Context: an optimization exercise on an open-source flow, tuned for small area, a short achievable clock period and few clock cycles per item. The choices shown serve that exercise and are no tape-out recipe. In this exercise RTL edits were held to simulation tests only and were not proved equivalent to the original.

## build 40
// fnv_lane_mix
module fnv_lane_mix #(
  parameter int             LANES     = 4,
  parameter int             W         = 32,
  parameter logic [W-1:0]   FNV_PRIME = 32'h01000193
) (
  input  logic               clk,
  input  logic               rst,
  input  logic               in_valid,
  output logic               in_ready,
  input  logic [1:0]         mode,
  input  logic [LANES*W-1:0] a,
  input  logic [LANES*W-1:0] b,
  output logic               out_valid,
  input  logic               out_ready,
  output logic [LANES*W-1:0] c,
  output logic [W-1:0]       digest,
  output logic               out_err
);
Settings: LEC_CHECK=0, CAP_MARGIN=20, CORE_MARGIN=2, CORE_UTILIZATION=80, CTS_BUF_LIST=sky130_fd_sc_hd__clkbuf_8, SETUP_SLACK_MARGIN=0.8, SLEW_MARGIN=20; clock period 7.0 ns.
standard.sh (not shown) runs the stock make flow with config.mk's settings and CLKGATE_MAP_FILE= SYNTH_SCRIPT=/design/flow/synth_recipe.tcl, a recipe that flattens the netlist after the stock synthesis.
==> flow/flow/run.sh <==
#!/bin/bash
# Standard layout, but the port buffers that placement inserts on every input and
# output are the smallest buffer (buf_1); timing repair resizes them where needed.
set -euo pipefail
bash standard.sh BUFFER_PORTS_ARGS="-buffer_cell sky130_fd_sc_hd__buf_1" finish > flow_standard.log 2>&1
Stage in which a tool error killed build 40: global routing.
Testbench counts of build 40, summed over its fixed seeds: cycles 4,816, items 4,800.
Here is what was changed in the inputs of build 51 compared with build 40.
- swapping 0.8 for 1.2 in SETUP_SLACK_MARGIN
- clearing CTS_BUF_LIST, which used to be sky130_fd_sc_hd__clkbuf_8
- swapping 80 for 40 in CORE_UTILIZATION
==> comparison <==
Both conditions hold for build 51: the flow ran to the end and the final layout passed the timing, DRC and antenna checks.
Between build 40 and build 51, the synthesized area figures differ only marginally.
Build 51: post-detailed-placement cell area is 870 um2 higher than what build 40 reported.
As far as count of hold-fix buffers inserted at cts goes, build 40 and build 51 are indistinguishable; the numbers are identical.
On number of rows in the core area: between build 51 and build 40, it ends up higher for build 51.
In terms of number of nets produced by synthesis, build 40 and build 51 differ only marginally.
Relative to build 40, total CTS buffers decreased by about 27% in build 51.
When the final numbers for build 51 and build 40 were put side by side, the final weighted congestion in routability-driven placement turned out to be greater in build 40.
Build 51 -> build 40: adder and majority gate portion of the synthesized area delta 0, exact match
Horizontal die dimension, build 51 and build 40: smaller value in build 40
> inputs changed (build 51 -> build 91)
- an added CTS_BUF_LIST of sky130_fd_sc_hd__clkbuf_8
- a change of SETUP_SLACK_MARGIN from 1.2 to 0.8
- a change of CORE_UTILIZATION from 40 to 65
Results
- Build 91 reports its uppermost layer routed as met4 while build 51 reports met5.
- Of build 91 and build 51, build 51 shows the lower post-route fraction of the period consumed by the critical path, with build 91 above it.
- Build 91 finished every stage and its layout cleared the timing, DRC and antenna checks.
- Comparing clock-buffer cell count for build 91 and build 51, the smaller number came from build 51.
- Number of DRC markers after the initial detailed-route iteration (higher): build 91
- When the final numbers for build 91 and build 51 were put side by side, the global-route usage over all layers turned out to be greater in build 91.
- Build 91 vs. build 51: global-route wire length before repair moved down; finished layout cell area moved down.
Input-level comparison between build 98 and build 91:
- swapping 0.8 for 1.4 in SETUP_SLACK_MARGIN
--- outcome ---
- Taking build 91 as the reference, in build 98 wire length now sits higher, overall via count from detail_route went up, number of antenna violations at the first check in global routing saw an increase.
- Reported for build 91 and build 98, sequential area share after synthesis turned out identical to the last digit.
- Non-clock buffer count, build 91 and build 98, lower one = build 91.
- Final area of build 98 exceeds that of build 91 by a few percent.
- Build 98 vs. build 91: slew at the pin closest to its max-slew limit saw a decrease; data required time at the worst endpoint now sits at about the same level.
> inputs changed (build 98 -> build 10)
- changing SETUP_SLACK_MARGIN from 1.4 to 0.8
- changing SLEW_MARGIN from 20 to 0
- changing CAP_MARGIN from 20 to 0
[summary]
Of build 10 and build 98, it is build 10 that has the lower core occupancy in the finished layout.
Cmp build 98 and build 10 / total cell area at the placement stage / higher: build 98
Layout clock buffer count on build 10 is up relative to build 98.
Relative to build 98, the via count of the routed design measured on build 10 has decreased by a few percent.
Build 10 has worst reg2reg path depth above what build 98 had.

---

fnv_lane_mix, a different RTL version from the one above (not shown whole).
Size in the first run: roughly 2800 cells after synthesis, ~490 flip-flops, ~34000 sq um of cells after synthesis.
==> flow/design.v (excerpt) <==
module fnv_lane_mix #(
  parameter int             LANES     = 4,
  parameter int             W         = 32,
  parameter logic [W-1:0]   FNV_PRIME = 32'h01000193
) (
  input  logic               clk,
  input  logic               rst,
  input  logic               in_valid,
  output logic               in_ready,
  input  logic [1:0]         mode,
  input  logic [LANES*W-1:0] a,
  input  logic [LANES*W-1:0] b,
  output logic               out_valid,
  input  logic               out_ready,
  output logic [LANES*W-1:0] c,
  output logic [W-1:0]       digest,
  output logic               out_err
);
==> flow/config.mk <==
export PLATFORM = sky130hd
export DESIGN_NAME = fnv_lane_mix
export DESIGN_NICKNAME = fnv_lane_mix
export VERILOG_FILES = /design/flow/design.v
export SDC_FILE = /design/flow/constraint.sdc
export NUM_CORES = 4
export LEC_CHECK = 0
export CAP_MARGIN = 20
export CORE_MARGIN = 2
export CORE_UTILIZATION = 65
export CTS_BUF_LIST = sky130_fd_sc_hd__clkbuf_8
export CTS_CLUSTER_DIAMETER = 50
export CTS_CLUSTER_SIZE = 18
export SETUP_SLACK_MARGIN = 1.6
export SLEW_MARGIN = 20
==> flow/constraint.sdc <==
create_clock -name core_clock -period 7.0 [get_ports {clk}]
set_input_delay 1.4000 -clock core_clock [delete_from_list [all_inputs] [get_ports {clk}]]
set_output_delay 1.4000 -clock core_clock [all_outputs]
set_load 0.01 [all_outputs]
Scripts as last shown in full above: flow/flow/run.sh
Testbench counts at the start, summed over its fixed seeds: cycles 4,824, items 4,800.
Edit:
--- a/flow/config.mk
+++ b/flow/config.mk
@@ -10 +10 @@
-export CORE_UTILIZATION = 65
+export CORE_UTILIZATION = 52
@@ -14 +14 @@
-export SETUP_SLACK_MARGIN = 1.6
+export SETUP_SLACK_MARGIN = 1.8
After rerunning: Synthesized area is unchanged; worst hold slack improves by 0.0087 ns; non-clock buffer count goes up by 23; utilization decreases by 13 points; first-iteration DRC count went down by about 17%.
Edit:
--- a/flow/flow/run.sh
+++ b/flow/flow/run.sh
@@ -3,0 +4,2 @@
+# Each step's full output goes to a log of its own here (ORFS also keeps its
+# per-tool logs under orfs/logs/).
@@ -5 +7,3 @@
-bash standard.sh BUFFER_PORTS_ARGS="-buffer_cell sky130_fd_sc_hd__buf_1" finish > flow_standard.log 2>&1
+for step in synth floorplan place cts route finish; do
+  bash standard.sh BUFFER_PORTS_ARGS="-buffer_cell sky130_fd_sc_hd__buf_1" "$step" > "log_$step.txt" 2>&1
+done
--- a/flow/config.mk
+++ b/flow/config.mk
@@ -10 +10 @@
-export CORE_UTILIZATION = 52
+export CORE_UTILIZATION = 58
@@ -13,0 +14 @@
+export GPL_TIMING_DRIVEN = 0
Result:
- final area went up by 4.6%
- wire length went up by 3.7%
- register-to-register slack loses 0.06 ns
- worst setup slack loses 0.22 ns
- utilization went up by 10 points
- hold slack loses 0.036 ns
- first-iteration DRC count went up by 13%
- die area went down by 10%
- synthesized area is unchanged
Edit:
==> flow/flow/run.sh (replaced) <==
#!/bin/bash
# Standard layout, but the port buffers that placement inserts on every input and
# output are the smallest buffer (buf_1); timing repair resizes them where needed.
set -euo pipefail
bash standard.sh BUFFER_PORTS_ARGS="-buffer_cell sky130_fd_sc_hd__buf_1" finish > flow_standard.log 2>&1
--- a/flow/config.mk
+++ b/flow/config.mk
@@ -10 +10 @@
-export CORE_UTILIZATION = 58
+export CORE_UTILIZATION = 70
@@ -14 +13,0 @@
-export GPL_TIMING_DRIVEN = 0
=> The changed run went through all stages and came out clean. Die area drops by 17%. Count of clock-buffer cells in the layout drops by 6. Core utilization climbs by 10 points. Via count climbs by 1.1%.
Edit:
--- a/flow/flow/run.sh
+++ b/flow/flow/run.sh
@@ -3,0 +4,2 @@
+# Each step's full output goes to a log of its own here (ORFS also keeps its
+# per-tool logs under orfs/logs/).
@@ -5 +7,3 @@
-bash standard.sh BUFFER_PORTS_ARGS="-buffer_cell sky130_fd_sc_hd__buf_1" finish > flow_standard.log 2>&1
+for step in synth floorplan place cts route finish; do
+  bash standard.sh BUFFER_PORTS_ARGS="-buffer_cell sky130_fd_sc_hd__buf_1" "$step" > "log_$step.txt" 2>&1
+done
--- a/flow/config.mk
+++ b/flow/config.mk
@@ -10 +10 @@
-export CORE_UTILIZATION = 70
+export CORE_UTILIZATION = 58
After rerunning: Register-to-register slack is better by 0.07 ns; global-route usage goes down by 7.3 points; routed wire length goes down by a few percent.
Edit:
==> flow/flow/run.sh (replaced) <==
#!/bin/bash
# Standard layout, but the port buffers that placement inserts on every input and
# output are the smallest buffer (buf_1); timing repair resizes them where needed.
set -euo pipefail
bash standard.sh BUFFER_PORTS_ARGS="-buffer_cell sky130_fd_sc_hd__buf_1" finish > flow_standard.log 2>&1
--- a/flow/config.mk
+++ b/flow/config.mk
@@ -10 +10 @@
-export CORE_UTILIZATION = 58
+export CORE_UTILIZATION = 65
Effect: Design area fell by 0.69%; hold slack improves by 0.023 ns; wire length fell by 2.4%; clock skew rose by 0.0031 ns.

## separate check: timing with driven ports
In the flow no input, the clock included, has a driving cell. The finished layouts below were timed again as built, in two steps.
Step 1, drivers: a clkbuf_16 drives clk and a buf_2 each remaining input, both assumed.
Step 2 adds t to the input delays and takes it off the output delays; t is the mean of the earliest and latest rising clock arrival at the registers after step 1. Input paths then give back, and output paths get back, about the clock's delay inside the block.
Slacks: no drivers / after step 1 / after step 2; pairs: no drivers / after step 1.
run	t (ns)	setup slack, ns	worst setup path after step 2	worst register clock-pin slew, ns
build 51	0.633	0.739 / 0.681 / 0.613	input to register	0.07 / 0.07
build 91	0.675	0.620 / 0.562 / 0.382	input to register	0.07 / 0.07
build 98	0.736	0.414 / 0.359 / 0.599	input to register	0.07 / 0.07
build 10	0.675	0.620 / 0.562 / 0.382	input to register	0.07 / 0.07
the first run of note 2	0.726	1.746 / 1.743 / 1.017	input to register	0.11 / 0.11
the second run of note 2	0.754	1.830 / 1.658 / 0.904	input to register	0.11 / 0.11
the third run of note 2	0.772	1.612 / 1.635 / 0.863	input to register	0.11 / 0.11
the fourth run of note 2	0.736	1.818 / 1.751 / 1.014	input to register	0.11 / 0.11
the fifth run of note 2	0.740	1.889 / 1.842 / 1.101	input to register	0.11 / 0.11
the sixth run of note 2	0.705	1.829 / 1.687 / 0.982	input to register	0.11 / 0.11
After both steps every run listed still meets setup and hold. The setup slack of the second run of note 2, which loses most, moves by -0.172 ns with the drivers and by -0.926 ns with both steps.
